Context: an optimization exercise on an open-source flow, tuned for small area and a short achievable clock period. The choices shown serve that exercise and are no tape-out recipe. In this exercise RTL edits were held to simulation tests only and were not proved equivalent to the original. Power is estimated from default activity; no workload was simulated.

--- design/flow/config.mk ---
export PLATFORM = sky130hd
export DESIGN_NAME = inst_queue
export DESIGN_NICKNAME = inst_queue
export VERILOG_FILES = /design/flow/design.v
export SDC_FILE = /design/flow/constraint.sdc
export NUM_CORES = 4
export LEC_CHECK = 0
export CAP_MARGIN = 20
export CORE_MARGIN = 2
export CORE_UTILIZATION = 40
export SETUP_SLACK_MARGIN = 3.5
export SLEW_MARGIN = 20
export TNS_END_PERCENT = 0
--- design/flow/run.sh ---
#!/bin/bash
# synth_recipe.tcl (not shown) runs the flow's synth.tcl, then flattens the netlist and writes it again
# the make line also repeats each setting of config.mk as NAME=value (left out here)
make -C /OpenROAD-flow-scripts/flow DESIGN_CONFIG=/design/flow/config.mk WORK_HOME=/design/flow/orfs CLKGATE_MAP_FILE= SYNTH_SCRIPT=/design/flow/synth_recipe.tcl finish
--- design/flow/design.v ---
package inst_queue_pkg;
    localparam int INST_W      = 32;
    localparam int PC_W        = 32;
    localparam int GROUP_W     = 128;
    localparam int FETCH_WIDTH = 4;
    function automatic int slot_lsb(input int slot);
        slot_lsb = GROUP_W - INST_W * (slot + 1);
    endfunction
    function automatic int slot_valid_bit(input int slot);
        slot_valid_bit = FETCH_WIDTH - 1 - slot;
    endfunction
    typedef struct packed {
        logic [PC_W-1:0]   pc;
        logic [INST_W-1:0] inst;
    } entry_t;
endpackage
import inst_queue_pkg::*;
module inst_compact
(
    input  logic [GROUP_W-1:0]     group,
    input  logic [FETCH_WIDTH-1:0] mask,
    input  logic [PC_W-1:0]        group_pc,
    input  logic [3:0]             start_oh,
    output logic [FETCH_WIDTH*(PC_W+INST_W)-1:0] lanes,
    output logic [4:0]             n_oh
);
    localparam int E_W = PC_W + INST_W;
    logic [3:0]  v;                     
    logic [2:0]  p1, p2;                
    logic [3:0]  p3;                    
    logic [15:0] item_sel;              
    logic [PC_W-1:4] pc_hi, pc_hi_inc;
    logic [3:0][1:0] mid_s;             
    logic [3:0]  cy_s;                  
    assign v  = {mask[0], mask[1], mask[2], mask[3]};
    assign p1 = {1'b0, v[0], ~v[0]};
    assign p2 = {v[0] & v[1], v[0] ^ v[1], ~v[0] & ~v[1]};
    assign p3 = {p2[2] & v[2], (p2[1] & v[2]) | (p2[2] & ~v[2]),
                 (p2[0] & v[2]) | (p2[1] & ~v[2]), p2[0] & ~v[2]};
    assign n_oh = {p3[3] & v[3], (p3[2] & v[3]) | (p3[3] & ~v[3]),
                   (p3[1] & v[3]) | (p3[2] & ~v[3]), (p3[0] & v[3]) | (p3[1] & ~v[3]),
                   p3[0] & ~v[3]};
    always_comb begin
        item_sel = '0;
        for (int k = 0; k < 4; k++) begin
            item_sel[4*k + 0] = (k == 0) & v[0];
            item_sel[4*k + 1] = (k < 2) & v[1] & p1[k < 2 ? k : 0];
            item_sel[4*k + 2] = (k < 3) & v[2] & p2[k < 3 ? k : 0];
            item_sel[4*k + 3] = v[3] & p3[k];
        end
    end
    assign pc_hi = group_pc[PC_W-1:4];
    for (genvar b = 4; b < PC_W; b++) begin : g_inc
        if (b == 4) begin : g_lsb
            assign pc_hi_inc[b] = ~pc_hi[b];
        end else begin : g_bit
            assign pc_hi_inc[b] = pc_hi[b] ^ (&pc_hi[b-1:4]);
        end
    end
    assign mid_s[0] = group_pc[3:2];
    assign mid_s[1] = {group_pc[3] ^ group_pc[2], ~group_pc[2]};
    assign mid_s[2] = {~group_pc[3], group_pc[2]};
    assign mid_s[3] = {~(group_pc[3] ^ group_pc[2]), ~group_pc[2]};
    assign cy_s     = {group_pc[3] | group_pc[2], group_pc[3], group_pc[3] & group_pc[2], 1'b0};
    for (genvar r = 0; r < 4; r++) begin : g_lane
        logic [3:0]        sel;
        logic [1:0]        mid;
        logic              cy;
        logic [INST_W-1:0] inst;
        assign sel  = ({4{start_oh[0]}} & item_sel[4*((r + 4 - 0) % 4) +: 4])
                    | ({4{start_oh[1]}} & item_sel[4*((r + 4 - 1) % 4) +: 4])
                    | ({4{start_oh[2]}} & item_sel[4*((r + 4 - 2) % 4) +: 4])
                    | ({4{start_oh[3]}} & item_sel[4*((r + 4 - 3) % 4) +: 4]);
        assign mid  = ({2{sel[0]}} & mid_s[0]) | ({2{sel[1]}} & mid_s[1])
                    | ({2{sel[2]}} & mid_s[2]) | ({2{sel[3]}} & mid_s[3]);
        assign cy   = (sel[1] & cy_s[1]) | (sel[2] & cy_s[2]) | (sel[3] & cy_s[3]);
        assign inst = ({INST_W{sel[0]}} & group[GROUP_W-1 -: INST_W])
                    | ({INST_W{sel[1]}} & group[GROUP_W-1-INST_W -: INST_W])
                    | ({INST_W{sel[2]}} & group[GROUP_W-1-2*INST_W -: INST_W])
                    | ({INST_W{sel[3]}} & group[GROUP_W-1-3*INST_W -: INST_W]);
        assign lanes[r*E_W +: E_W] = {(cy ? pc_hi_inc : pc_hi), mid, group_pc[1:0], inst};
    end
endmodule
import inst_queue_pkg::*;
module inst_queue
#(
    parameter int DEPTH = 16,
    parameter int DEQ_W = 2
) (
    input  logic                  clk,
    input  logic                  rst,
    input  logic                  flush,
    input  logic [PC_W-1:0]       group_pc,
    input  logic [GROUP_W-1:0]    inst_group,
    input  logic [FETCH_WIDTH-1:0] inst_group_valid,
    input  logic                  pre_valid,
    output logic                  out_ready,
    output logic [DEQ_W*INST_W-1:0] deq_inst,
    output logic [DEQ_W*PC_W-1:0] deq_pc,
    output logic [DEQ_W-1:0]      deq_valid,
    input  logic                  next_ready
);
    localparam int E_W = PC_W + INST_W;
    logic [E_W-1:0]   q [DEPTH];         
    logic [DEPTH:1]   th_q, th_d;        
    logic [3:0]       nm4_q, nm4_d;      
    logic             ordy_q, ordy_d;    
    logic [1:0]       dv_q, dv_d;        
    logic [FETCH_WIDTH*E_W-1:0] lanes;
    logic [4:0]       n_oh;              
    logic [4:0]       add_oh;            
    logic [DEPTH:1]   base;              
    logic [3:0]       start_oh;          
    assign out_ready = ordy_q;
    assign deq_valid = dv_q;
    assign base     = next_ready ? {2'b0, th_q[DEPTH:3]} : th_q;
    assign start_oh = !next_ready ? nm4_q : (th_q[2] ? {nm4_q[1:0], nm4_q[3:2]} : 4'b0001);
    inst_compact u_compact (
        .group    (inst_group),
        .mask     (inst_group_valid),
        .group_pc (group_pc),
        .start_oh (start_oh),
        .lanes    (lanes),
        .n_oh     (n_oh)
    );
    assign add_oh = (pre_valid && ordy_q) ? n_oh : 5'b00001;
    always_comb begin
        th_d = '0;
        for (int a = 0; a < 5; a++) begin
            if (add_oh[a]) th_d = th_d | (DEPTH'(base) << a) | DEPTH'((1 << a) - 1);
        end
        nm4_d = '0;
        for (int a = 0; a < 4; a++) begin
            if (add_oh[a]) nm4_d = nm4_d | 4'((start_oh << a) | (start_oh >> (4 - a)));
        end
        if (add_oh[4]) nm4_d = nm4_d | start_oh;
        if (flush) begin
            th_d  = '0;
            nm4_d = 4'b0001;
        end
        ordy_d = !th_d[13];
        dv_d   = th_d[2:1];
    end
    always_ff @(posedge clk or negedge rst) begin
        if (!rst) begin
            th_q   <= '0;
            nm4_q  <= 4'b0001;
            ordy_q <= 1'b1;
            dv_q   <= '0;
        end else begin
            th_q   <= th_d;
            nm4_q  <= nm4_d;
            ordy_q <= ordy_d;
            dv_q   <= dv_d;
        end
    end
    for (genvar i = 0; i < DEPTH; i++) begin : g_q
        logic hold, shift, load;
        logic [E_W-1:0] nxt;
        assign hold  = !next_ready && th_q[i + 1];
        if (i + 3 <= DEPTH) begin : g_sh
            assign shift = next_ready && th_q[i + 3];
            assign nxt   = ({E_W{hold}} & q[i]) | ({E_W{shift}} & q[i + 2])
                         | ({E_W{load}} & lanes[(i % 4) * E_W +: E_W]);
        end else begin : g_nsh
            assign shift = 1'b0;
            assign nxt   = ({E_W{hold}} & q[i]) | ({E_W{load}} & lanes[(i % 4) * E_W +: E_W]);
        end
        assign load = !hold && !shift;
        always_ff @(posedge clk) begin
            q[i] <= nxt;
        end
    end
    assign deq_inst[INST_W-1:0]        = q[0][INST_W-1:0];
    assign deq_pc[PC_W-1:0]            = q[0][E_W-1:INST_W];
    assign deq_inst[2*INST_W-1:INST_W] = q[1][INST_W-1:0];
    assign deq_pc[2*PC_W-1:PC_W]       = q[1][E_W-1:INST_W];
endmodule
--- design/flow/constraint.sdc ---
create_clock -name core_clock -period 6.0 [get_ports {clk}]
set_input_delay 1.2000 -clock core_clock [delete_from_list [all_inputs] [get_ports {clk}]]
set_output_delay 1.2000 -clock core_clock [all_outputs]
set_load 0.01 [all_outputs]
==> flow_metrics.tcl, run 1 <==
set metrics [dict create \
    combPwrFrac 0.130 \
    crit_path_start "next_ready" \
    grt_start_max_net_pins 66 \
    yosysWarnings 3 \
    io_pins 300 \
    initial_core_util 0.403 \
    fp-row-count 120 \
    synth_edf_count 128 \
    finalCriticalPeriod_ns 3.24 \
    drv_cap 0 \
    arrival_ns 3.81 \
    core_um2 107000 \
    finalSetupViolCount 0 \
    switching_share 0.269 \
    power.switching_w 0.00461 \
    worst_slew_pin_slew_ns 1.13 \
    reg2reg_from "th_q[2]$_DFF_PN0_" \
    clkTransAtPathRegs_ns 0.06 \
    power.density_nw_per_um2 327 \
    async_flop_share 0.0201 \
    mostFrequentLayoutCells "dfxtp_1 (896), a22oi_1 (452), a22o_1 (362)" \
    die_w_um 332 \
    die_h_um 332 \
    fillers 9726 \
    grt_pass1_vias 36600 \
    regToRegEndpoint "q[4][15]$_DFF_P_" \
    synth_top_cell_by_area "dfxtp_1" \
    outcome "complete, no violations" \
    p_leak_nw 22.1 \
    ir_drop_mv 0.218 \
    synthesis.instances 4269 \
    slew_viol_final 0 \
    ys_ff_latch 1045 \
    first_pass_iters 14 \
    track_usage 0.308 \
    clockBufferDepth 3 \
    grt_first_pass_wirelength_um 258000 \
    clock_latency_ns 0.69 \
    r2r.worst_path.cells 8 \
    cts-root-buf "clkbuf_16" \
    critPathCapture "q[4][15]$_DFF_P_" \
    dp.cells 5653 \
    rsz0062_at_grt "yes" \
    skew_ns 0.0267 \
    dp_hpwl_um 108000 \
    syn2layout_area_growth_pct 21.3 \
    drc_errors 0 \
    ff_latch_area_um2 22300 \
    antenna_left 0 \
    gp_congestion 0.898 \
    clock-sinks 1045 \
    min_path_type "flop to flop" \
    regToRegSetupSlack_ns 2.89 \
    fin_tns_setup_ns 0 \
    cp-end-kind "flop" \
    port_buffers 299 \
    synth_flop_cell "dfxtp_1" \
    drive_above_1_share 0.121 \
    hold_violations 0 \
    postRouteWirelength_um 180000 \
    fin_cells 5933 \
    multi_input_area_um2 20100 \
    final_common_cell "dfxtp_1" \
    ctsHoldBuffers 0 \
    post_drt_wl_per_cell_um 30.3 \
    nets 4610 \
    die_area_um2 110000 \
    start_kind "primary input" \
    final.period_utilization 0.539 \
    p_int_w 0.0125 \
    antenna_found_initial 19 \
    worstSetupPathType "primary input to flop" \
    drt_iter0_markers 5773 \
    required_ns 6.57 \
    seqPwrFrac 0.488 \
    avgSynthCellArea_um2 10.1 \
    syn-cell-area_um2 43100 \
    numCtsBuffers 104 \
    cts_tree "built" \
    grt_overflow 0 \
    synth_top_area_frac 0.416 \
    ys_top_cells_by_area "dfxtp_1 (42%), edfxtp_1 (8.9%), a22oi_1 (7.9%), a22o_1 (7.3%), a21o_1 (6.2%)" \
    clock.fmax_mhz 309 \
    syn-num-nets 4448 \
    relSlewSlack 0.249 \
    htreeDepth 3 \
    clkPwrFrac 0.382 \
    yosysUniqueCellTypes 68 \
    vias 39300 \
    via_per_inst 6.62 \
    ys_seq_area_frac 0.517 \
    cp_max_fo 34 \
]
synth_stat cells, types with 5 or more instances:
| cell type | n |
|---|---|
| nor2_1 | 43 |
| or2_2 | 13 |
| dfxtp_1 | 896 |
| a311oi_1 | 5 |
| a21o_1 | 357 |
| nand4_1 | 7 |
| dfrtp_1 | 19 |
| buf_2 | 17 |
| clkbuf_1 | 379 |
| edfxtp_1 | 128 |
| xnor2_1 | 44 |
| o21ai_1 | 196 |
| inv_1 | 75 |
| or3_1 | 5 |
| a221o_1 | 97 |
| buf_6 | 5 |
| a21oi_1 | 131 |
| a222oi_1 | 140 |
| nor3_1 | 7 |
| and3_1 | 11 |
| a31oi_1 | 35 |
| a221oi_1 | 18 |
| o31ai_1 | 34 |
| nand3_1 | 16 |
| nor2b_1 | 19 |
| mux2i_1 | 31 |
| xor2_1 | 43 |
| and2_1 | 18 |
| o21ai_0 | 234 |
| or2_1 | 5 |
| buf_1 | 9 |
| buf_4 | 6 |
| a22oi_1 | 452 |
| a22o_1 | 362 |
| o311ai_1 | 13 |
| nand2_1 | 338 |
| ha_1 | 10 |
final cells by class:
cell class	instances	share of cell area
antenna	9	0.000430
inverter	76	0.00581
clock buffer	153	0.0578
tap	1403	0.0335
clock inverter	43	0.00638
timing repair buffer	466	0.0855
sequential	1045	0.426
multi-input combinational	2738	0.384
what timing repair did:
action                                   CTS  global route
pin swaps                                 51            28
resized for setup                        166            62
cloned                                     8             2
setup buffers                             47            17
endpoints found under the setup margin  1298          1232
worst min path at each step:
stage	from	endpoint	slack, ns	cells past startpoint
after floorplan	q[10][32]$_DFF_P_	q[10][32]$_DFF_P_	0.44	2
after global placement	flop	q[13][33]$_DFF_P_	0.45	2
after detailed placement	q[9][33]$_DFF_P_	q[9][33]$_DFF_P_	0.46	2
after CTS	flop	q[13][32]$_DFF_P_	0.48	2
after global routing	q[4][13]$_DFF_P_	q[2][13]$_DFF_P_	0.48	1
final	q[10][33]$_DFF_P_	q[10][33]$_DFF_P_	0.47	2
power groups by stage:
stage / Clock [W] / Sequential [W] / Combinational [W]
3_3_place_gp: 0 / 0.00847 / 0.00199
5_1_grt: 0.00685 / 0.00841 / 0.00235
2_1_floorplan: 0 / 0.00836 / 0.00103
3_5_place_dp: 0 / 0.00847 / 0.00202
4_1_cts: 0.00658 / 0.00833 / 0.00213
6_report: 0.00654 / 0.00835 / 0.00222
logic make-up after synthesis:
group / synth area share
buffers and inverters: 0.0447
flip-flops: 0.517
adder cells (fa/ha/maj): 0.00290
multiplexers: 0.00772
AND/OR/NAND/NOR: 0.0520
XOR/XNOR: 0.0177
AO/OA/AOI/OAI: 0.358
stage by stage:
step                      setup slack, ns   util  area, um^2  total power, W  hold WS, ns
after floorplan                      2.66      -       43200         0.00939        0.439
after global placement               1.21  0.442       47300          0.0105        0.450
after detailed placement             1.23  0.443       47400          0.0105        0.461
after CTS                            2.87  0.485       51900          0.0170        0.476
after global routing                 2.75  0.489       52300          0.0176        0.484
final                                2.76  0.489       52300          0.0171        0.473
worst max-delay path: stages:
cell and delay [ns]:
buf_6 0.15, or2_2 0.37, and3_1 0.21, or2_1 0.20, buf_4 0.31, a222oi_1 0.86, nand2_1 0.10, buf_4 0.19
a21o_1 0.17
metal layers:
metal  vias to the layer above  GRT usage  share of wire
li1                      16900          -              -
met1                     19400      0.432           0.42
met2                      2601      0.446           0.42
met3                       401     0.0945           0.12
met4                        18      0.110          0.035
met5                         -          0        0.00065
==> inputs of run 2 (changes only) <==
--- a/design/flow/design.v
+++ b/design/flow/design.v
@@ -21,5 +21,7 @@
     input  logic [FETCH_WIDTH-1:0] mask,
     input  logic [PC_W-1:0]        group_pc,
-    input  logic [3:0]             start_oh,
+    input  logic [3:0]             start0_oh,
+    input  logic [3:0]             start1_oh,
+    input  logic                   next_ready,
     output logic [FETCH_WIDTH*(PC_W+INST_W)-1:0] lanes,
     output logic [4:0]             n_oh
@@ -64,12 +66,17 @@
     assign cy_s     = {group_pc[3] | group_pc[2], group_pc[3], group_pc[3] & group_pc[2], 1'b0};
     for (genvar r = 0; r < 4; r++) begin : g_lane
-        logic [3:0]        sel;
+        logic [3:0]        sel, sel0, sel1;
         logic [1:0]        mid;
         logic              cy;
         logic [INST_W-1:0] inst;
-        assign sel  = ({4{start_oh[0]}} & item_sel[4*((r + 4 - 0) % 4) +: 4])
-                    | ({4{start_oh[1]}} & item_sel[4*((r + 4 - 1) % 4) +: 4])
-                    | ({4{start_oh[2]}} & item_sel[4*((r + 4 - 2) % 4) +: 4])
-                    | ({4{start_oh[3]}} & item_sel[4*((r + 4 - 3) % 4) +: 4]);
+        assign sel0 = ({4{start0_oh[0]}} & item_sel[4*((r + 4 - 0) % 4) +: 4])
+                    | ({4{start0_oh[1]}} & item_sel[4*((r + 4 - 1) % 4) +: 4])
+                    | ({4{start0_oh[2]}} & item_sel[4*((r + 4 - 2) % 4) +: 4])
+                    | ({4{start0_oh[3]}} & item_sel[4*((r + 4 - 3) % 4) +: 4]);
+        assign sel1 = ({4{start1_oh[0]}} & item_sel[4*((r + 4 - 0) % 4) +: 4])
+                    | ({4{start1_oh[1]}} & item_sel[4*((r + 4 - 1) % 4) +: 4])
+                    | ({4{start1_oh[2]}} & item_sel[4*((r + 4 - 2) % 4) +: 4])
+                    | ({4{start1_oh[3]}} & item_sel[4*((r + 4 - 3) % 4) +: 4]);
+        assign sel  = next_ready ? sel1 : sel0;
         assign mid  = ({2{sel[0]}} & mid_s[0]) | ({2{sel[1]}} & mid_s[1])
                     | ({2{sel[2]}} & mid_s[2]) | ({2{sel[3]}} & mid_s[3]);
@@ -105,4 +112,5 @@
     logic [DEPTH:1]   th_q, th_d;        
     logic [3:0]       nm4_q, nm4_d;      
+    logic [3:0]       nm4r_q, nm4r_d;    
     logic             ordy_q, ordy_d;    
     logic [1:0]       dv_q, dv_d;        
@@ -115,10 +123,12 @@
     assign deq_valid = dv_q;
     assign base     = next_ready ? {2'b0, th_q[DEPTH:3]} : th_q;
-    assign start_oh = !next_ready ? nm4_q : (th_q[2] ? {nm4_q[1:0], nm4_q[3:2]} : 4'b0001);
+    assign start_oh = next_ready ? nm4r_q : nm4_q;
     inst_compact u_compact (
         .group    (inst_group),
         .mask     (inst_group_valid),
         .group_pc (group_pc),
-        .start_oh (start_oh),
+        .start0_oh  (nm4_q),
+        .start1_oh  (nm4r_q),
+        .next_ready (next_ready),
         .lanes    (lanes),
         .n_oh     (n_oh)
@@ -139,4 +149,5 @@
             nm4_d = 4'b0001;
         end
+        nm4r_d = th_d[2] ? {nm4_d[1:0], nm4_d[3:2]} : 4'b0001;
         ordy_d = !th_d[13];
         dv_d   = th_d[2:1];
@@ -146,4 +157,5 @@
             th_q   <= '0;
             nm4_q  <= 4'b0001;
+            nm4r_q <= 4'b0001;
             ordy_q <= 1'b1;
             dv_q   <= '0;
@@ -151,4 +163,5 @@
             th_q   <= th_d;
             nm4_q  <= nm4_d;
+            nm4r_q <= nm4r_d;
             ordy_q <= ordy_d;
             dv_q   <= dv_d;
==> design/flow/flow/run.sh (new file) <==
#!/bin/bash
# Standard ORFS layout with a few layout knobs changed on make's command line:
# sizing may change a cell's footprint, ports get plain buffers, and the
# clock tree gets no dummy loads. Synthesis is the standard one, run alone.
set -euo pipefail
bash standard.sh synth > synth.log 2>&1
bash standard.sh \
  MATCH_CELL_FOOTPRINT=0 \
  "BUFFER_PORTS_ARGS=-buffer_cell sky130_fd_sc_hd__buf_2" \
  "CTS_ARGS=-sink_clustering_enable -repair_clock_nets -dont_use_dummy_load" \
  finish > layout.log 2>&1
==> design/flow/standard.sh (new file) <==
#!/bin/bash
# synth_recipe.tcl (not shown) runs the flow's synth.tcl, then flattens the netlist and writes it again
# the make line also repeats each setting of config.mk as NAME=value (left out here)
make -C /OpenROAD-flow-scripts/flow DESIGN_CONFIG=/design/flow/config.mk WORK_HOME=/design/flow/orfs CLKGATE_MAP_FILE= SYNTH_SCRIPT=/design/flow/synth_recipe.tcl "${@:-finish}"
removed: design/flow/run.sh
==> flow_metrics.tcl, run 2 <==
set metrics [dict create \
    outcome "complete, no violations" \
    ff_latch_area_um2 22400 \
    required_ns 6.57 \
    synth.most_common_cell "dfxtp_1" \
    synth_edf_count 128 \
    rsz0062_at_grt "yes" \
    track_usage 0.310 \
    fillers 10100 \
    wl_met2_um 79400 \
    clkTransAtPathRegs_ns 0.06 \
    fin_tns_setup_ns 0 \
    finalSetupViolCount 0 \
    syn-num-nets 4567 \
    initial_core_util 0.404 \
    clock-sinks 1049 \
    ir_drop_mv 0.212 \
    grt_overflow 0 \
    vias 39800 \
    post_drt_wl_per_cell_um 30.1 \
    postRouteWirelength_um 179000 \
    path_cells "buf_12, inv_8, ha_4, mux2_4, a221oi_4, o221ai_4, and2_4, buf_12, buf_8, a221oi_4, o21ai_1" \
    arrival_ns 3.68 \
    clock_latency_ns 0.70 \
    final.period_utilization 0.519 \
    clock.fmax_mhz 321 \
    antenna_left 0 \
    avgSynthCellArea_um2 9.88 \
    yosysWarnings 3 \
    first_pass_iters 10 \
    synth_flop_cell "dfxtp_1" \
    dp_hpwl_um 108000 \
    htreeDepth 3 \
    grt_pass1_vias 37600 \
    async_flop_share 0.0238 \
    multi_input_area_um2 20700 \
    die_w_um 333 \
    ys_ff_latch 1049 \
    antenna_found_initial 48 \
    cp-end-kind "flop" \
    synth_top_cell_by_area "dfxtp_1" \
    fp-row-count 120 \
    via_per_inst 6.70 \
    routedLengthMet1_um 70600 \
    numCtsBuffers 105 \
    wl_met3_um 18900 \
    cts-root-buf "clkbuf_16" \
    final_common_cell "dfxtp_1" \
    worst_slew_pin_slew_ns 1.18 \
    skew_ns 0.0369 \
    syn2layout_area_growth_pct 18.1 \
    mostFrequentLayoutCells "dfxtp_1 (896), a22oi_1 (872), o21ai_0 (799)" \
    nets 4713 \
    dp.cells 5767 \
    worstSetupPathType "primary input to flop" \
    min_path_type "flop to flop" \
    fin_cells 5952 \
    drv_cap 0 \
    hold_violations 0 \
    yosys-top-cells-count "dfxtp_1 (896), a22oi_1 (874), o21ai_0 (825), clkbuf_1 (368), inv_1 (144)" \
    syn-cell-area_um2 43300 \
    critPathSlowestCell "a221oi_4" \
    power.density_nw_per_um2 319 \
    grt_first_pass_wirelength_um 261000 \
    finalCriticalPeriod_ns 3.11 \
    core_um2 107000 \
    synth_top_area_frac 0.414 \
    io_pins 300 \
    grt_start_max_net_pins 68 \
    ctsHoldBuffers 0 \
    start_kind "primary input" \
    synthesis.instances 4388 \
    ys_seq_area_frac 0.517 \
    die_h_um 333 \
    p_leak_nw 18.9 \
    clockBufferDepth 3 \
    cts_tree "built" \
    die_area_um2 111000 \
    port_buffers 299 \
    yosysUniqueCellTypes 71 \
    drive_above_1_share 0.185 \
    cp_max_fo 7 \
    slew_viol_final 0 \
    drt_iter0_markers 5199 \
    slowest_delay_ns 0.44 \
    gp_congestion 0.911 \
    relSlewSlack 0.214 \
    drc_errors 0 \
    hold_slack_ns 0.464 \
    top_layer "met5" \
    ys_top_cells_by_area "dfxtp_1 (41%), a22oi_1 (15%), o21ai_0 (9.5%), edfxtp_1 (8.9%), clkbuf_1 (3.2%)" \
]
## run 2: changes by cell type after synthesis, sizes merged, moves of 32 or more
| cell | before | now |
|---|---|---|
| a222oi | 140 | 52 |
| a22oi | 452 | 874 |
| inv | 75 | 144 |
| and2 | 18 | 50 |
| nand2 | 338 | 128 |
| a22o | 362 | 142 |
| a21o | 357 | 3 |
| a221o | 97 | 1 |
| a21oi | 131 | 28 |
| nand3 | 19 | 51 |
| nor3 | 9 | 53 |
| mux2i | 31 | 68 |
| o21ai | 430 | 857 |
| a221oi | 18 | 141 |
## run 2: path summary, 6_finish.rpt
path	startpoint	depth (start not counted)	slack (ns)	endpoint
min in group asynchronous	rst	1	0.54	th_q[15]$_DFF_PN0_
setup / recovery	inst_group_valid[3]	11	2.89	q[4][10]$_DFF_P_
hold / removal	flop	2	0.46	q[13][33]$_DFF_P_
setup reg to reg	nm4r_q[3]$_DFF_PN0_	6	3.20	flop
max in group asynchronous	rst	1	5.04	nm4r_q[1]$_DFF_PN0_
hold reg to reg	flop	2	0.46	q[13][33]$_DFF_P_
## run 2: critical path, delay by kind of cell
kind / cells / cell delay [ns]
multiplexers: 1 / 0.33
adder cells (fa/ha/maj): 1 / 0.26
AO/OA/AOI/OAI: 4 / 1.15
buffers and inverters: 4 / 0.43
AND/OR/NAND/NOR: 1 / 0.27
## run 2: what timing repair did
item | 4_1_cts | 5_1_grt
gates resized for setup | 221 | 31
endpoints found under the setup margin | 1151 | 1052
pin swaps | 31 | 10
setup buffers | 47 | 11
hold endpoints to repair | 0 | 0
cloned | 5 | 0
## run 2: layout make-up
class,instances,area share
clock buffer,105,0.0513
tap,1403,0.0343
timing repair buffer,465,0.0603
inverter,147,0.0110
multi-input combinational,2766,0.404
sequential,1049,0.438
antenna,17,0.000831
## run 2: kinds of logic (layout without fill, tap and decap cells)
kind of cell               after synthesis  in the layout  share of synthesized area
adders and majority gates               10             10                    0.00289
xor gates and xnor gates                63             63                     0.0127
AOI/OAI and AO/OA                     2179           2179                      0.347
other                                    0             17                          0
and+or+nand+nor                        438            440                     0.0500
DFF                                   1049           1049                      0.517
buffers and inverters                  575            717                     0.0527
muxes                                   74             74                     0.0174
## run 2: where the power goes
group | switching [W] | total (W) | internal, W
Sequential | 0.000490 | 0.00844 | 0.00795
Combinational | 0.00142 | 0.00222 | 0.000802
Clock | 0.00260 | 0.00565 | 0.00305
## run 2: per-stage QoR
stage,total power (W),cell area (um^2),setup WS (ns),utilization
finish,0.0163,51200,2.89,0.478
CTS,0.0163,50900,3.02,0.475
global route,0.0168,51200,2.88,0.477
global placement,0.0104,46300,1.38,0.432
floorplan,0.00950,43700,2.78,-
detailed placement,0.0105,46300,1.33,0.432
## run 2: routing by layer
metal	track usage	up-vias
li1	-	17200
met1	0.397	19700
met2	0.477	2367
met3	0.0833	529
met4	0.165	66
met5	0	-
==> inputs of run 3 (changes only) <==
--- a/design/flow/design.v
+++ b/design/flow/design.v
@@ -29,27 +29,33 @@
     localparam int E_W = PC_W + INST_W;
     logic [3:0]  v;                     
-    logic [2:0]  p1, p2;                
-    logic [3:0]  p3;                    
     logic [15:0] item_sel;              
     logic [PC_W-1:4] pc_hi, pc_hi_inc;
     logic [3:0][1:0] mid_s;             
     logic [3:0]  cy_s;                  
-    assign v  = {mask[0], mask[1], mask[2], mask[3]};
-    assign p1 = {1'b0, v[0], ~v[0]};
-    assign p2 = {v[0] & v[1], v[0] ^ v[1], ~v[0] & ~v[1]};
-    assign p3 = {p2[2] & v[2], (p2[1] & v[2]) | (p2[2] & ~v[2]),
-                 (p2[0] & v[2]) | (p2[1] & ~v[2]), p2[0] & ~v[2]};
-    assign n_oh = {p3[3] & v[3], (p3[2] & v[3]) | (p3[3] & ~v[3]),
-                   (p3[1] & v[3]) | (p3[2] & ~v[3]), (p3[0] & v[3]) | (p3[1] & ~v[3]),
-                   p3[0] & ~v[3]};
-    always_comb begin
-        item_sel = '0;
-        for (int k = 0; k < 4; k++) begin
-            item_sel[4*k + 0] = (k == 0) & v[0];
-            item_sel[4*k + 1] = (k < 2) & v[1] & p1[k < 2 ? k : 0];
-            item_sel[4*k + 2] = (k < 3) & v[2] & p2[k < 3 ? k : 0];
-            item_sel[4*k + 3] = v[3] & p3[k];
-        end
-    end
+    assign v = {mask[0], mask[1], mask[2], mask[3]};
+    assign item_sel[0]  = v[0];
+    assign item_sel[1]  = v[1] & ~v[0];
+    assign item_sel[2]  = v[2] & ~v[1] & ~v[0];
+    assign item_sel[3]  = v[3] & ~v[2] & ~v[1] & ~v[0];
+    assign item_sel[4]  = 1'b0;
+    assign item_sel[5]  = v[1] & v[0];
+    assign item_sel[6]  = (v[2] & v[1] & ~v[0]) | (v[2] & ~v[1] & v[0]);
+    assign item_sel[7]  = (v[3] & v[2] & ~v[1] & ~v[0]) | (v[3] & ~v[2] & v[1] & ~v[0])
+                        | (v[3] & ~v[2] & ~v[1] & v[0]);
+    assign item_sel[8]  = 1'b0;
+    assign item_sel[9]  = 1'b0;
+    assign item_sel[10] = v[2] & v[1] & v[0];
+    assign item_sel[11] = (v[3] & v[2] & v[1] & ~v[0]) | (v[3] & v[2] & ~v[1] & v[0])
+                        | (v[3] & ~v[2] & v[1] & v[0]);
+    assign item_sel[12] = 1'b0;
+    assign item_sel[13] = 1'b0;
+    assign item_sel[14] = 1'b0;
+    assign item_sel[15] = v[3] & v[2] & v[1] & v[0];
+    assign n_oh[0] = ~v[3] & ~v[2] & ~v[1] & ~v[0];
+    assign n_oh[1] = item_sel[0] & ~v[1] & ~v[2] & ~v[3] | item_sel[1] & ~v[2] & ~v[3]
+                   | item_sel[2] & ~v[3] | item_sel[3];
+    assign n_oh[2] = item_sel[5] & ~v[2] & ~v[3] | item_sel[6] & ~v[3] | item_sel[7];
+    assign n_oh[3] = item_sel[10] & ~v[3] | item_sel[11];
+    assign n_oh[4] = item_sel[15];
     assign pc_hi = group_pc[PC_W-1:4];
     for (genvar b = 4; b < PC_W; b++) begin : g_inc
==> flow_metrics.tcl, run 3 <==
set metrics [dict create \
    outcome "complete, no violations" \
    fin_tns_setup_ns 0 \
    initial_core_util 0.405 \
    grt_overflow 0 \
    slowest_delay_ns 0.45 \
    yosysUniqueCellTypes 80 \
    cp-end-kind "flop" \
    cts-root-buf "clkbuf_16" \
    arrival_ns 3.20 \
    finalSetupViolCount 0 \
    start_kind "primary input" \
    ir_drop_mv 0.274 \
    worstHoldPathCells 2 \
    ctsHoldBuffers 0 \
    cp_max_fo 18 \
    syn-num-nets 4432 \
    htreeDepth 3 \
    power_w 0.0168 \
    min_path_type "flop to flop" \
    yosys-top-cells-count "dfxtp_1 (896), a22oi_1 (882), o21ai_0 (729), clkbuf_1 (343), o21ai_1 (182)" \
    clock_latency_ns 0.70 \
    synth_top_cell_by_area "dfxtp_1" \
    synth_flop_cell "dfxtp_1" \
    critPathSlowestCell "xor2_1" \
    numCtsBuffers 107 \
    dp_hpwl_um 108000 \
    synthesis.instances 4256 \
    hold_violations 0 \
    grt_first_pass_wirelength_um 271000 \
    cts_tree "built" \
    syn-cell-area_um2 43400 \
    ys_ff_latch 1049 \
    clockBufferDepth 3 \
    die_w_um 334 \
    core_um2 107000 \
    ys_seq_area_frac 0.516 \
    slew_viol_final 0 \
    required_ns 6.43 \
    port_buffers 299 \
    clock-sinks 1049 \
    fp-row-count 120 \
    synth.most_common_cell "dfxtp_1" \
    post_drt_wl_per_cell_um 32.6 \
    drv_cap 0 \
    syn2layout_area_growth_pct 21.5 \
    grt_start_max_net_pins 77 \
    final_common_cell "dfxtp_1" \
    utilization 0.492 \
    power.density_nw_per_um2 318 \
    rsz0062_at_grt "yes" \
    antenna_left 0 \
    vias 40500 \
    r2r.worst_path.cells 8 \
    yosysWarnings 2 \
    drt_iter0_markers 6000 \
    p_leak_nw 18.9 \
    path_cells "buf_6, nor4b_4, buf_4, a22oi_2, buf_4, a31oi_4, buf_12, o21ai_1, xor2_1, inv_1" \
    skew_ns 0.0752 \
    mostFrequentLayoutCells "dfxtp_1 (896), a22oi_1 (881), o21ai_0 (721)" \
    postRouteWirelength_um 192000 \
    clock.fmax_mhz 360 \
    drive_above_1_share 0.231 \
    grt_pass1_vias 37700 \
    gp_congestion 0.889 \
    ys_top_cells_by_area "dfxtp_1 (41%), a22oi_1 (15%), edfxtp_1 (8.8%), o21ai_0 (8.4%), a221oi_2 (4.1%)" \
    async_flop_share 0.0238 \
    track_usage 0.328 \
    drc_errors 0 \
    synth_edf_count 128 \
    finalCriticalPeriod_ns 2.78 \
    crit_top_cell "buf_4" \
    synth_top_area_frac 0.413 \
    avgSynthCellArea_um2 10.2 \
    worstSetupPathType "primary input to flop" \
    io_pins 300 \
    via_per_inst 6.88 \
    die_h_um 334 \
    die_area_um2 111000 \
    antenna_found_initial 36 \
    first_pass_iters 8 \
    nets 4657 \
    relSlewSlack 0.252 \
    final.period_utilization 0.463 \
    clkTransAtPathRegs_ns 0.06 \
    worst_slew_pin_slew_ns 1.12 \
    fillers 9543 \
]
run 3: cell count changes in the layout (fill, tap and decap cells not counted), moves of 27 or more:
cell      before  now
a32o_1         0  128
o21ai_1       55  180
a22o_1       142   31
o21ai_0      799  721
mux2i_1       58    1
nand2_1      127   76
nor3_1        48    7
a222oi_1      52   12
nand3_1       43    5
a21oi_1       22   57
nor2_1        61   29
buf_6          7   34
run 3: power breakdown:
part | leakage, nW | internal [W] | switching [W] | total (W)
Clock | 1.32 | 0.00310 | 0.00266 | 0.00576
Sequential | 9.28 | 0.00800 | 0.000538 | 0.00854
Combinational | 8.30 | 0.000906 | 0.00157 | 0.00248
Total | 18.9 | 0.0120 | 0.00477 | 0.0168
run 3: critical path: cells and delay by family:
family	cells	cell delay, ns
compound gates	3	0.31
buf+inv	5	0.92
xor+xnor	1	0.45
simple gates	1	0.29
run 3: cell type report:
type,count,area (um^2),share of cell area
multi-input cells,2660,21400,0.405
flip-flops and latches,1049,22400,0.425
diodes,12,30.0,0.000569
repair buffers,524,4010,0.0760
clock buffers,107,2680,0.0507
repair inverters,1,5.00,0.0000948
inverters,138,526,0.00995
well taps,1403,1760,0.0333
run 3: timing repair:
action | 4_1_cts | 5_1_grt
setup buffers | 93 | 32
pin swaps | 42 | 20
resized for setup | 281 | 114
gates cloned | 19 | 6
setup endpoints to repair | 1199 | 1110
run 3: cells by family after synthesis:
group / Yosys count / synth area share
AOI/OAI and AO/OA: 2235 / 0.366
DFF: 1049 / 0.516
buffers and inverters: 565 / 0.0524
and+or+nand+nor: 271 / 0.0333
xor gates and xnor gates: 92 / 0.0204
muxes: 37 / 0.00999
adders and majority gates: 7 / 0.00202
run 3: final timing paths:
check,from,to,slack (ns)
min in group asynchronous,rst,th_q[5]$_DFF_PN0_,0.51
max in group asynchronous,rst,th_q[2]$_DFF_PN0_,5.02
max,inst_group_valid[0],flop,3.22
min,flop,q[13][53]$_DFF_P_,0.45
max reg2reg,nm4r_q[2]$_DFF_PN0_,flop,3.30
min reg2reg,flop,q[13][53]$_DFF_P_,0.45
run 3: per-stage QoR:
step                instance area [um^2]  hold slack (ns)  setup WS (ns)  std cells
floorplan                          43800            0.439           3.00       4256
global route                       52800            0.476           3.20       5891
global placement                   46100            0.449           1.39       5625
CTS                                51600            0.437           3.27       5844
finish                             52800            0.445           3.22       5894
detailed placement                 46100            0.454           1.37       5625
run 3: metal layers:
layer | vias up | track usage | wire (um)
li1 | 16900 | - | -
met1 | 20000 | 0.432 | 74700
met2 | 2965 | 0.494 | 82900
met3 | 654 | 0.0916 | 23600
met4 | 30 | 0.159 | 10800
met5 | - | 0.00261 | 179
==> inputs of run 4 (changes only) <==
--- a/design/flow/config.mk
+++ b/design/flow/config.mk
@@ -8,5 +8,6 @@
 export CAP_MARGIN = 20
 export CORE_MARGIN = 2
-export CORE_UTILIZATION = 40
+export CORE_UTILIZATION = 55
+export PLACE_DENSITY = 0.7
 export SETUP_SLACK_MARGIN = 3.5
 export SLEW_MARGIN = 20
==> flow_metrics.tcl, run 4 <==
set metrics [dict create \
    synth_top_area_frac 0.413 \
    nets 4598 \
    cp_max_fo 12 \
    synth.most_common_cell "dfxtp_1" \
    mostFrequentLayoutCells "dfxtp_1 (896), a22oi_1 (881), o21ai_0 (727)" \
    finalCriticalPeriod_ns 2.78 \
    postRouteWirelength_um 169000 \
    p_leak_nw 18.5 \
    antenna_left 0 \
    async_flop_share 0.0238 \
    vias 39700 \
    ir_drop_mv 0.226 \
    worst_slew_pin_slew_ns 1.13 \
    yosysWarnings 2 \
    core_um2 78600 \
    drv_cap 0 \
    cts_tree "built" \
    ys_seq_area_frac 0.516 \
    grt_pass1_vias 37900 \
    fp-row-count 103 \
    crit_buf_inv 1 \
    grt_first_pass_wirelength_um 247000 \
    synth_top_cell_by_area "dfxtp_1" \
    slowest_delay_ns 0.49 \
    synth_top_family_by_area "compound AO/OA/AOI/OAI gates" \
    worstSetupPathType "primary input to flop" \
    power_w 0.0165 \
    die_w_um 285 \
    synth_edf_count 128 \
    ys_top_cells_by_area "dfxtp_1 (41%), a22oi_1 (15%), edfxtp_1 (8.8%), o21ai_0 (8.4%), a221oi_2 (4.1%)" \
    place_ws_ns 1.25 \
    fin_tns_setup_ns 0 \
    skew_ns 0.0776 \
    drc_errors 0 \
    synthSimpleGateAreaFrac 0.0333 \
    yosysUniqueCellTypes 80 \
    rsz0062_at_grt "yes" \
    arrival_ns 3.29 \
    numCtsBuffers 106 \
    muxShareOfSynthArea 0.00999 \
    ys_ff_latch 1049 \
    post_drt_wl_per_cell_um 30.8 \
    cpLargestDelayFamily "compound AO/OA/AOI/OAI gates" \
    grt_start_max_net_pins 66 \
    via_per_inst 7.25 \
    cts-root-buf "clkbuf_16" \
    syn-num-nets 4432 \
    finalSetupViolCount 0 \
    syn2layout_area_growth_pct 18.3 \
    synth_compound_area_frac 0.366 \
    gp_congestion 0.912 \
    clock.fmax_mhz 360 \
    min_path_type "flop to flop" \
    grt_overflow 0 \
    synthAdderAreaFrac 0.00202 \
    path_cells "buf_16, mux2_4, a22oi_4, a31o_2, a21oi_1, xnor2_1, o21ai_0" \
    track_usage 0.399 \
    slew_viol_final 0 \
    synthesis.instances 4256 \
    final_common_cell "dfxtp_1" \
    hold_violations 0 \
    drive_above_1_share 0.218 \
    clock_latency_ns 0.69 \
    dp_hpwl_um 97300 \
    avgSynthCellArea_um2 10.2 \
    hold_slack_ns 0.429 \
    clockBufferDepth 3 \
    place_area_um2 45700 \
    final.period_utilization 0.463 \
    die_h_um 285 \
    die_area_um2 81300 \
    antenna_found_initial 15 \
    drt_iter0_markers 5717 \
    syn-cell-area_um2 43400 \
    stdcell_area_um2 51400 \
    cp-end-kind "flop" \
    worst_slack_ns 3.22 \
    synth_flop_cell "dfxtp_1" \
    clkTransAtPathRegs_ns 0.06 \
    outcome "complete, no violations" \
    critPathSlowestCell "xnor2_1" \
    relSlewSlack 0.245 \
    port_buffers 299 \
    required_ns 6.51 \
    first_pass_iters 9 \
    initial_core_util 0.553 \
    ctsHoldBuffers 0 \
    clock-sinks 1049 \
    synth_xor_area_frac 0.0204 \
    power.density_nw_per_um2 321 \
    start_kind "primary input" \
    io_pins 300 \
    yosys-top-cells-count "dfxtp_1 (896), a22oi_1 (882), o21ai_0 (729), clkbuf_1 (343), o21ai_1 (182)" \
    htreeDepth 3 \
]
[run 4: cell counts after synthesis]
No cell type changed its count.
[run 4: routing by layer]
metal	GRT usage	routed length (um)
met5	0	52
met4	0.222	9670
met1	0.530	63500
met3	0.103	23100
met2	0.592	72700
[run 4: what timing repair did]
action                     4_1_cts  5_1_grt
buffers inserted                55       11
gates cloned                    14        3
resized for setup              276       44
pin swaps                       38        8
setup endpoints to repair     1157     1120
[run 4: per-stage QoR]
step / std cells / utilization
6_report: 5481 / 0.654
5_1_grt: 5478 / 0.654
4_1_cts: 5456 / 0.648
3_5_place_dp: 5281 / 0.582
3_3_place_gp: 5280 / 0.581
2_1_floorplan: 4256 / -
[run 4: worst min-delay path, cell delays in order, from the launching register on]
cell      delay (ns)
edfxtp_1        0.33
a22oi_1         0.07
o21ai_0         0.06
[run 4: power breakdown]
part,switching [W],total [W],internal [W],leakage (nW)
Sequential,0.000531,0.00853,0.00800,9.28
Clock,0.00256,0.00564,0.00308,1.31
Combinational,0.00149,0.00234,0.000850,7.92
Total,0.00458,0.0165,0.0119,18.5
[run 4: cell type report]
type                            count  area [um^2]
Multi-Input combinational cell   2651        21000
Clock buffer                      106         2650
Inverter                          138          529
Timing Repair Buffer              475         3500
Fill cell                        6262        27200
Sequential cell                  1049        22400
Tap cell                         1050         1310
Antenna cell                       11         27.5
Timing Repair inverter              1         7.51
[run 4: final timing paths]
path | startpoint | to | slack [ns] | depth (start not counted)
min | flop | q[12][55]$_DFF_P_ | 0.43 | 2
min reg2reg | flop | q[12][55]$_DFF_P_ | 0.43 | 2
max | next_ready | q[1][41]$_DFF_P_ | 3.22 | 7
max reg2reg | nm4_q[2]$_DFF_PN0_ | q[1][41]$_DFF_P_ | 3.46 | 6
min in group asynchronous | rst | th_q[15]$_DFF_PN0_ | 0.60 | 1
max in group asynchronous | rst | nm4r_q[1]$_DFF_PN0_ | 4.97 | 1
[run 4: kinds of logic (layout without fill, tap and decap cells)]
| group | Yosys count | count (layout) |
|---|---|---|
| compound gates | 2235 | 2236 |
| xor+xnor | 92 | 93 |
| fa+ha+maj | 7 | 7 |
| buf+inv | 565 | 720 |
| flops | 1049 | 1049 |
| mux | 37 | 40 |
| other cells | 0 | 11 |
| simple gates | 271 | 275 |
==> inputs of run 5 (changes only) <==
==> design/flow/flow/run.sh (replaced) <==
#!/bin/bash
# Standard ORFS layout with a few layout knobs changed on make's command line:
# sizing may change a cell's footprint, ports get plain buffers, and the
# clock tree gets no dummy loads and larger sink clusters. Synthesis is the standard one, run alone.
set -euo pipefail
bash standard.sh synth > synth.log 2>&1
bash standard.sh \
  MATCH_CELL_FOOTPRINT=0 \
  "BUFFER_PORTS_ARGS=-buffer_cell sky130_fd_sc_hd__buf_2" \
  "CTS_ARGS=-sink_clustering_enable -repair_clock_nets -dont_use_dummy_load -sink_clustering_size 25 -sink_clustering_max_diameter 80" \
  finish > layout.log 2>&1
==> flow_metrics.tcl, run 5 <==
set metrics [dict create \
    postRouteWirelength_um 169000 \
    drt_iter0_markers 6079 \
    die_w_um 285 \
    outcome "complete, no violations" \
    die_area_um2 81300 \
    initial_core_util 0.553 \
    worst_slew_pin_slew_ns 1.18 \
    syn-cell-area_um2 43400 \
    cp_max_fo 30 \
    core_um2 78600 \
    arrival_ns 3.32 \
    clkTransAtPathRegs_ns 0.10 \
    fin_tns_setup_ns 0 \
    ys_seq_area_frac 0.516 \
    io_pins 300 \
    gp_congestion 0.912 \
    ys_ff_latch 1049 \
    utilization 0.645 \
    clockBufferDepth 3 \
    grt_start_max_net_pins 66 \
    fp-row-count 103 \
    syn2layout_area_growth_pct 16.7 \
    clock-sinks 1049 \
    finalSetupViolCount 0 \
    yosys-top-cells-count "dfxtp_1 (896), a22oi_1 (882), o21ai_0 (729), clkbuf_1 (343), o21ai_1 (182)" \
    final.period_utilization 0.460 \
    p_leak_nw 18.1 \
    min_path_type "flop to flop" \
    cp-end-kind "flop" \
    first_pass_iters 10 \
    htreeDepth 2 \
    dp_hpwl_um 97300 \
    finalCriticalPeriod_ns 2.76 \
    async_flop_share 0.0238 \
    track_usage 0.396 \
    numCtsBuffers 51 \
    synth.most_common_cell "dfxtp_1" \
    drive_above_1_share 0.219 \
    place_ws_ns 1.25 \
    slew_viol_final 0 \
    yosysWarnings 2 \
    rsz0062_at_grt "yes" \
    worstSetupPathType "primary input to flop" \
    via_per_inst 7.29 \
    mostFrequentLayoutCells "dfxtp_1 (896), a22oi_1 (881), o21ai_0 (712)" \
    relSlewSlack 0.211 \
    port_buffers 299 \
    synth_top_area_frac 0.413 \
    avgSynthCellArea_um2 10.2 \
    worst_slack_ns 3.24 \
    vias 39700 \
    synthesis.instances 4256 \
    cts_tree "built" \
    required_ns 6.56 \
    syn-num-nets 4432 \
    ir_drop_mv 0.244 \
    final_common_cell "dfxtp_1" \
    antenna_found_initial 13 \
    clock.fmax_mhz 362 \
    start_kind "primary input" \
    use_met1 0.536 \
    use_met3 0.0978 \
    cts-root-buf "clkbuf_16" \
    synth_top_cell_by_area "dfxtp_1" \
    ctsHoldBuffers 0 \
    grtUsageMet2 0.587 \
    drc_errors 0 \
    hold_slack_ns 0.447 \
    synth_flop_cell "dfxtp_1" \
    nets 4569 \
    drv_cap 0 \
    grt_first_pass_wirelength_um 245000 \
    busiest_layer "met2" \
    synth_edf_count 128 \
    power_w 0.0147 \
    antenna_left 0 \
    grt_overflow 0 \
    ys_top_cells_by_area "dfxtp_1 (41%), a22oi_1 (15%), edfxtp_1 (8.8%), o21ai_0 (8.4%), a221oi_2 (4.1%)" \
    power.density_nw_per_um2 289 \
    post_drt_wl_per_cell_um 31.0 \
    skew_ns 0.0481 \
    clock_latency_ns 0.67 \
    yosysUniqueCellTypes 80 \
    fillers 6302 \
    die_h_um 285 \
    hold_violations 0 \
    grt_pass1_vias 37400 \
]
run 5: cell counts after synthesis:
No cell type changed its count.
run 5: final cells by class:
class	instances	area (um^2)	area share
Multi-Input combinational cell	2652	21400	0.422
Tap cell	1050	1310	0.0259
Sequential cell	1049	22400	0.442
Inverter	138	526	0.0104
Clock buffer	51	1280	0.0252
Timing Repair Buffer	500	3780	0.0745
Antenna cell	10	25.0	0.000493
Timing Repair inverter	1	5.00	0.0000987
run 5: path summary, 6_finish.rpt:
| kind | from | slack (ns) | to | depth (start not counted) |
|---|---|---|---|---|
| setup / recovery | inst_group_valid[3] | 3.24 | q[0][52]$_DFF_P_ | 10 |
| hold / removal | q[3][22]$_DFF_P_ | 0.45 | q[1][22]$_DFF_P_ | 2 |
| setup reg to reg | nm4r_q[3]$_DFF_PN0_ | 3.42 | flop | 7 |
| hold reg to reg | q[3][22]$_DFF_P_ | 0.45 | q[1][22]$_DFF_P_ | 2 |
| max in group asynchronous | rst | 4.98 | th_q[13]$_DFF_PN0_ | 1 |
| min in group asynchronous | rst | 0.57 | nm4_q[1]$_DFF_PN0_ | 1 |
run 5: repair_timing:
| action | in CTS | in global routing |
|---|---|---|
| pin swaps | 44 | 19 |
| resized for setup | 323 | 84 |
| endpoints found under the setup margin | 1151 | 1096 |
| setup buffers | 61 | 27 |
| cloned | 18 | 3 |
run 5: routing by layer:
layer  vias to the layer above  part of all wire  routed length, um
met1                     19300              0.38              63700
met2                      3145              0.43              72600
li1                      16700                 -                  -
met5                         -           0.00036                 61
met3                       605              0.14              23100
met4                        10             0.056               9480
run 5: worst max-delay path, cell delays in order:
cell and delay (ns):
buf_12 0.17, mux2i_4 0.23, mux4_2 0.57, o211ai_4 0.24, buf_4 0.16, buf_12 0.14
nor2_4 0.05, buf_4 0.16, mux2i_4 0.19, o21ai_0 0.20
run 5: cells by family (layout without fill, tap and decap cells):
logic type | after synthesis | in the layout | synth area share
buf+inv | 565 | 690 | 0.0524
compound gates | 2235 | 2236 | 0.366
flops | 1049 | 1049 | 0.516
other cells | 0 | 10 | 0
simple gates | 271 | 277 | 0.0333
mux | 37 | 39 | 0.00999
xor+xnor | 92 | 93 | 0.0204
fa+ha+maj | 7 | 7 | 0.00202
run 5: stage by stage:
| step | cells | instance area [um^2] |
|---|---|---|
| after floorplan | 4256 | 43800 |
| after global placement | 5280 | 45700 |
| after detailed placement | 5281 | 45700 |
| after CTS | 5411 | 49900 |
| after global routing | 5446 | 50700 |
| final | 5451 | 50700 |
run 5: power breakdown:
part           switching, W  leakage, nW  internal (W)  total (W)
Clock               0.00223        0.629       0.00152    0.00375
Combinational       0.00151         8.18      0.000887    0.00240
Sequential         0.000532         9.28       0.00799    0.00852
Total               0.00428         18.1        0.0104     0.0147
==> inputs of run 6 (changes only) <==
--- a/design/flow/config.mk
+++ b/design/flow/config.mk
@@ -8,6 +8,6 @@
 export CAP_MARGIN = 20
 export CORE_MARGIN = 2
-export CORE_UTILIZATION = 55
-export PLACE_DENSITY = 0.7
+export CORE_UTILIZATION = 65
+export PLACE_DENSITY = 0.8
 export SETUP_SLACK_MARGIN = 3.5
 export SLEW_MARGIN = 20
==> flow_metrics.tcl, run 6 <==
set metrics [dict create \
    finalSetupViolCount 0 \
    skew_ns 0.0545 \
    async_flop_share 0.0238 \
    ys_seq_area_frac 0.516 \
    numCtsBuffers 49 \
    io_pins 300 \
    first_pass_iters 11 \
    ir_drop_mv 0.289 \
    antenna_found_initial 18 \
    port_buffers 299 \
    cts_tree "built" \
    routedLengthMet1_um 57700 \
    fp-row-count 94 \
    syn-num-nets 4432 \
    clock-sinks 1049 \
    ctsHoldBuffers 0 \
    ys_top_cells_by_area "dfxtp_1 (41%), a22oi_1 (15%), edfxtp_1 (8.8%), o21ai_0 (8.4%), a221oi_2 (4.1%)" \
    combPwrFrac 0.165 \
    fin_tns_setup_ns 0 \
    mostFrequentLayoutCells "dfxtp_1 (896), a22oi_1 (881), o21ai_0 (727)" \
    place_area_um2 45300 \
    synth.most_common_cell "dfxtp_1" \
    gp_congestion 0.965 \
    initial_core_util 0.658 \
    yosysUniqueCellTypes 80 \
    finalCriticalPeriod_ns 2.85 \
    worst_slew_pin_slew_ns 1.18 \
    cp_max_fo 27 \
    top_layer "met5" \
    core_um2 66000 \
    rsz0062_at_grt "yes" \
    worstSetupPathType "primary input to flop" \
    synthSimpleGateAreaFrac 0.0333 \
    outcome "complete, no violations" \
    die_area_um2 68900 \
    via_per_inst 7.92 \
    die_w_um 263 \
    synth_top_cell_by_area "dfxtp_1" \
    synthesis.instances 4256 \
    wl_met2_um 71700 \
    grt_first_pass_wirelength_um 249000 \
    htreeDepth 2 \
    switching_share 0.293 \
    drc_errors 0 \
    synth_xor_area_frac 0.0204 \
    p_int_w 0.0103 \
    post_drt_wl_per_cell_um 32.6 \
    synth_flop_cell "dfxtp_1" \
    drt_iter0_markers 8149 \
    seqPwrFrac 0.584 \
    yosysWarnings 2 \
    grt_start_max_net_pins 66 \
    track_usage 0.468 \
    antenna_left 0 \
    muxShareOfSynthArea 0.00999 \
    avgSynthCellArea_um2 10.2 \
    clock.fmax_mhz 350 \
    vias 41500 \
    syn-cell-area_um2 43400 \
    start_kind "primary input" \
    cp-end-kind "flop" \
    power.density_nw_per_um2 292 \
    wl_met3_um 28500 \
    die_h_um 263 \
    final.period_utilization 0.476 \
    fillers 4308 \
    grt_overflow 0 \
    grt_pass1_vias 39700 \
    final_common_cell "dfxtp_1" \
    stdcell_area_um2 49900 \
    p_leak_nw 17.9 \
    relSlewSlack 0.210 \
    arrival_ns 3.43 \
    drv_cap 0 \
    nets 4552 \
    clkTransAtPathRegs_ns 0.10 \
    synthAdderAreaFrac 0.00202 \
    synth_compound_area_frac 0.366 \
    drive_above_1_share 0.208 \
    clockBufferDepth 3 \
    postRouteWirelength_um 171000 \
    dp_hpwl_um 92200 \
    required_ns 6.58 \
    min_path_type "flop to flop" \
    synth_top_family_by_area "compound AO/OA/AOI/OAI gates" \
    hold_violations 0 \
    power.switching_w 0.00428 \
    clock_latency_ns 0.67 \
    slew_viol_final 0 \
    synth_edf_count 128 \
    syn2layout_area_growth_pct 14.9 \
    synth_top_area_frac 0.413 \
    clkPwrFrac 0.252 \
    ys_ff_latch 1049 \
    cts-root-buf "clkbuf_16" \
    yosys-top-cells-count "dfxtp_1 (896), a22oi_1 (882), o21ai_0 (729), clkbuf_1 (343), o21ai_1 (182)" \
]
## run 6: cell families (layout without fill, tap and decap cells)
kind of cell	count (synthesis)	in the layout
and+or+nand+nor	271	277
muxes	37	39
AOI/OAI and AO/OA	2235	2235
xor gates and xnor gates	92	92
DFF	1049	1049
other	0	10
buffers and inverters	565	675
adders and majority gates	7	7
## run 6: path summary, 6_finish.rpt
kind | startpoint | to | slack (ns) | cells past startpoint
max reg2reg | th_q[10]$_DFF_PN0_ | q[7][40]$_DFF_P_ | 3.30 | 5
min reg2reg | q[3][23]$_DFF_P_ | q[1][23]$_DFF_P_ | 0.44 | 2
min in group asynchronous | rst | th_q[3]$_DFF_PN0_ | 0.53 | 1
max | next_ready | nm4r_q[3]$_DFF_PN0_ | 3.15 | 7
max in group asynchronous | rst | th_q[4]$_DFF_PN0_ | 5.05 | 1
min | q[3][23]$_DFF_P_ | q[1][23]$_DFF_P_ | 0.44 | 2
## run 6: timing repair
| item | in CTS | in global routing |
|---|---|---|
| resized for setup | 251 | 69 |
| buffers inserted | 84 | 7 |
| pin swaps | 27 | 15 |
| endpoints found under the setup margin | 1163 | 1042 |
| cloned | 18 | 3 |
## run 6: power by group through the flow
stage	Combinational [W]	Sequential [W]	Clock, W
global route	0.00249	0.00858	0.00386
detailed placement	0.00187	0.00861	0
finish	0.00240	0.00852	0.00368
floorplan	0.00110	0.00853	0
global placement	0.00182	0.00860	0
CTS	0.00218	0.00847	0.00362
## run 6: area by class of cell
cell class,count,area (um^2),share of cell area
Sequential cell,1049,22400,0.449
Inverter,138,526,0.0105
Timing Repair Buffer,488,3720,0.0745
Multi-Input combinational cell,2650,20900,0.419
Antenna cell,10,25.0,0.000501
Tap cell,864,1080,0.0217
Clock buffer,49,1230,0.0246
## run 6: metal layers
metal,GRT usage,vias to the layer above
li1,-,16600
met1,0.595,19600
met2,0.682,4274
met3,0.151,1070
met4,0.317,4
met5,0,-
## run 6: stage by stage
step | total power, W | utilization | cells | worst slack [ns] | hold WS, ns
floorplan | 0.00963 | - | 4256 | 3.00 | 0.439
global placement | 0.0104 | 0.687 | 5076 | 1.39 | 0.448
detailed placement | 0.0105 | 0.687 | 5076 | 1.29 | 0.452
CTS | 0.0143 | 0.746 | 5227 | 3.33 | 0.444
global route | 0.0149 | 0.757 | 5245 | 3.15 | 0.486
finish | 0.0146 | 0.757 | 5248 | 3.15 | 0.437
## run 6: worst max-delay path, cell delays in order
cell,delay (ns)
buf_16,0.12
buf_16,0.13
and2_4,0.45
or2_4,0.55
a32oi_1,0.11
a21oi_1,0.54
nor2b_1,0.31
==> inputs of run 7 (changes only) <==
--- a/design/flow/config.mk
+++ b/design/flow/config.mk
@@ -8,6 +8,6 @@
 export CAP_MARGIN = 20
 export CORE_MARGIN = 2
-export CORE_UTILIZATION = 65
-export PLACE_DENSITY = 0.8
+export CORE_UTILIZATION = 60
+export PLACE_DENSITY = 0.75
 export SETUP_SLACK_MARGIN = 3.5
 export SLEW_MARGIN = 20
==> flow_metrics.tcl, run 7 <==
set metrics [dict create \
    avgSynthCellArea_um2 10.2 \
    ys_ff_latch 1049 \
    grt_first_pass_wirelength_um 250000 \
    start_kind "primary input" \
    clockBufferDepth 3 \
    drc_errors 0 \
    finalSetupViolCount 0 \
    grt_overflow 0 \
    fin_tns_setup_ns 0 \
    routedLengthMet1_um 62200 \
    clock_latency_ns 0.66 \
    synth_edf_count 128 \
    synth_top_cell_by_area "dfxtp_1" \
    synth_top_area_frac 0.413 \
    arrival_ns 3.46 \
    grt_start_max_net_pins 66 \
    nets 4562 \
    syn-cell-area_um2 43400 \
    top_layer "met5" \
    core_um2 71600 \
    ys_top_cells_by_area "dfxtp_1 (41%), a22oi_1 (15%), edfxtp_1 (8.8%), o21ai_0 (8.4%), a221oi_2 (4.1%)" \
    skew_ns 0.0399 \
    synthesis.instances 4256 \
    dp_hpwl_um 95100 \
    htreeDepth 2 \
    die_w_um 273 \
    cts_tree "built" \
    vias 41100 \
    wl_met2_um 71900 \
    cp-end-kind "flop" \
    relSlewSlack 0.141 \
    min_path_type "flop to flop" \
    io_pins 300 \
    async_flop_share 0.0238 \
    wl_met3_um 28100 \
    port_buffers 299 \
    syn2layout_area_growth_pct 15.1 \
    synth_flop_cell "dfxtp_1" \
    finalCriticalPeriod_ns 2.91 \
    clock-sinks 1049 \
    antenna_found_initial 11 \
    required_ns 6.55 \
    track_usage 0.443 \
    cts-root-buf "clkbuf_16" \
    drive_above_1_share 0.213 \
    p_leak_nw 17.9 \
    die_area_um2 74600 \
    worstSetupPathType "primary input to flop" \
    rsz0062_at_grt "yes" \
    post_drt_wl_per_cell_um 32.6 \
    postRouteWirelength_um 174000 \
    hold_violations 0 \
    yosys-top-cells-count "dfxtp_1 (896), a22oi_1 (882), o21ai_0 (729), clkbuf_1 (343), o21ai_1 (182)" \
    clkTransAtPathRegs_ns 0.10 \
    yosysWarnings 2 \
    power_w 0.0146 \
    first_pass_iters 8 \
    clock.fmax_mhz 344 \
    initial_core_util 0.607 \
    synth.most_common_cell "dfxtp_1" \
    mostFrequentLayoutCells "dfxtp_1 (896), a22oi_1 (881), o21ai_0 (716)" \
    final.period_utilization 0.485 \
    drt_iter0_markers 7540 \
    final_common_cell "dfxtp_1" \
    slew_viol_final 0 \
    die_h_um 273 \
    fp-row-count 98 \
    yosysUniqueCellTypes 80 \
    ys_seq_area_frac 0.516 \
    syn-num-nets 4432 \
    numCtsBuffers 49 \
    gp_congestion 0.918 \
    drv_cap 0 \
    power.density_nw_per_um2 292 \
    outcome "complete, no violations" \
    ir_drop_mv 0.219 \
    cp_max_fo 32 \
    via_per_inst 7.69 \
    worst_slew_pin_slew_ns 1.29 \
    grt_pass1_vias 38300 \
    antenna_left 0 \
]
[run 7: repair_timing]
item,in CTS,in global routing
endpoints found under the setup margin,1178,1104
cloned,15,1
pin swaps,33,22
gates resized for setup,245,104
hold buffers,0,0
endpoints found under the hold margin,0,0
setup buffers,67,29
[run 7: layout make-up]
type	instances	area (um^2)
flip-flops and latches	1049	22400
repair buffers	495	3670
repair inverters	1	5.00
well taps	950	1190
fillers	5312	21600
diodes	11	27.5
inverters	138	526
multi-input cells	2652	20900
clock buffers	49	1230
[run 7: worst paths after layout]
kind	start	to	slack (ns)	cells after the start
min in group asynchronous	rst	nm4r_q[2]$_DFF_PN0_	0.59	1
hold reg to reg	flop	q[12][17]$_DFF_P_	0.47	2
setup / recovery	next_ready	nm4r_q[1]$_DFF_PN0_	3.09	7
setup reg to reg	nm4r_q[0]$_DFF_PN1_	flop	3.34	8
max in group asynchronous	rst	nm4_q[3]$_DFF_PN0_	4.97	1
hold / removal	flop	q[12][17]$_DFF_P_	0.47	2
[run 7: kinds of logic after synthesis]
family / after synthesis / share of synthesized area
compound gates: 2235 / 0.366
xor+xnor: 92 / 0.0204
fa+ha+maj: 7 / 0.00202
buf+inv: 565 / 0.0524
flops: 1049 / 0.516
mux: 37 / 0.00999
simple gates: 271 / 0.0333
[run 7: worst max-delay path, stage by stage]
cell	delay [ns]
buf_16	0.13
buf_16	0.26
and2_4	0.51
or2_4	0.47
a32oi_1	0.17
a21oi_2	0.41
nor2b_1	0.26
[run 7: per-layer routing]
layer | vias to the layer above | GRT usage
met5 | - | 0.00513
met4 | 6 | 0.271
met3 | 818 | 0.145
met2 | 3915 | 0.625
met1 | 19700 | 0.589
li1 | 16700 | -
[run 7: per-stage QoR]
step	setup WS [ns]	hold slack (ns)	instance area (um^2)	util	instances
global placement	1.28	0.447	45500	0.636	5172
floorplan	3.00	0.439	43800	-	4256
detailed placement	1.18	0.457	45500	0.636	5172
finish	3.09	0.471	50000	0.698	5345
CTS	3.31	0.463	49000	0.685	5303
global route	3.16	0.485	50000	0.698	5338
[run 7: power breakdown]
group | switching (W) | total (W) | internal, W
Combinational | 0.00151 | 0.00236 | 0.000846
Sequential | 0.000547 | 0.00853 | 0.00799
Clock | 0.00222 | 0.00369 | 0.00146

## afterwards: timing with drivers on the ports
Ports are ideal in the flow. The routed layouts listed here were re-timed in OpenROAD. Step 1 assumes that a clkbuf_16 drives the clock port and a buf_2 every other input. Step 2 also shifts input and output timing later by t, the mid clock arrival at the registers, as if the neighbouring blocks saw the same clock. Slacks: ideal ports / drivers / drivers and shift; pairs: ideal ports / drivers.
run	t (ns)	setup slack, ns	hold slack, ns
run 1	0.752	2.763 / 2.713 / 1.961	0.473 / 0.473 / 0.473
run 2	0.742	2.888 / 2.733 / 1.990	0.464 / 0.464 / 0.464
run 3	0.743	3.222 / 3.169 / 2.426	0.445 / 0.445 / 0.445
run 4	0.716	3.220 / 3.012 / 2.296	0.429 / 0.429 / 0.429
run 5	0.709	3.241 / 3.022 / 2.313	0.447 / 0.447 / 0.447
run 6	0.705	3.145 / 2.933 / 2.228	0.437 / 0.437 / 0.437
run 7	0.706	3.090 / 2.906 / 2.200	0.471 / 0.471 / 0.471
After both steps setup and hold are still met in every run listed. The setup slack of run 5, which loses most, moves by -0.219 ns with the drivers and by -0.928 ns with both steps.
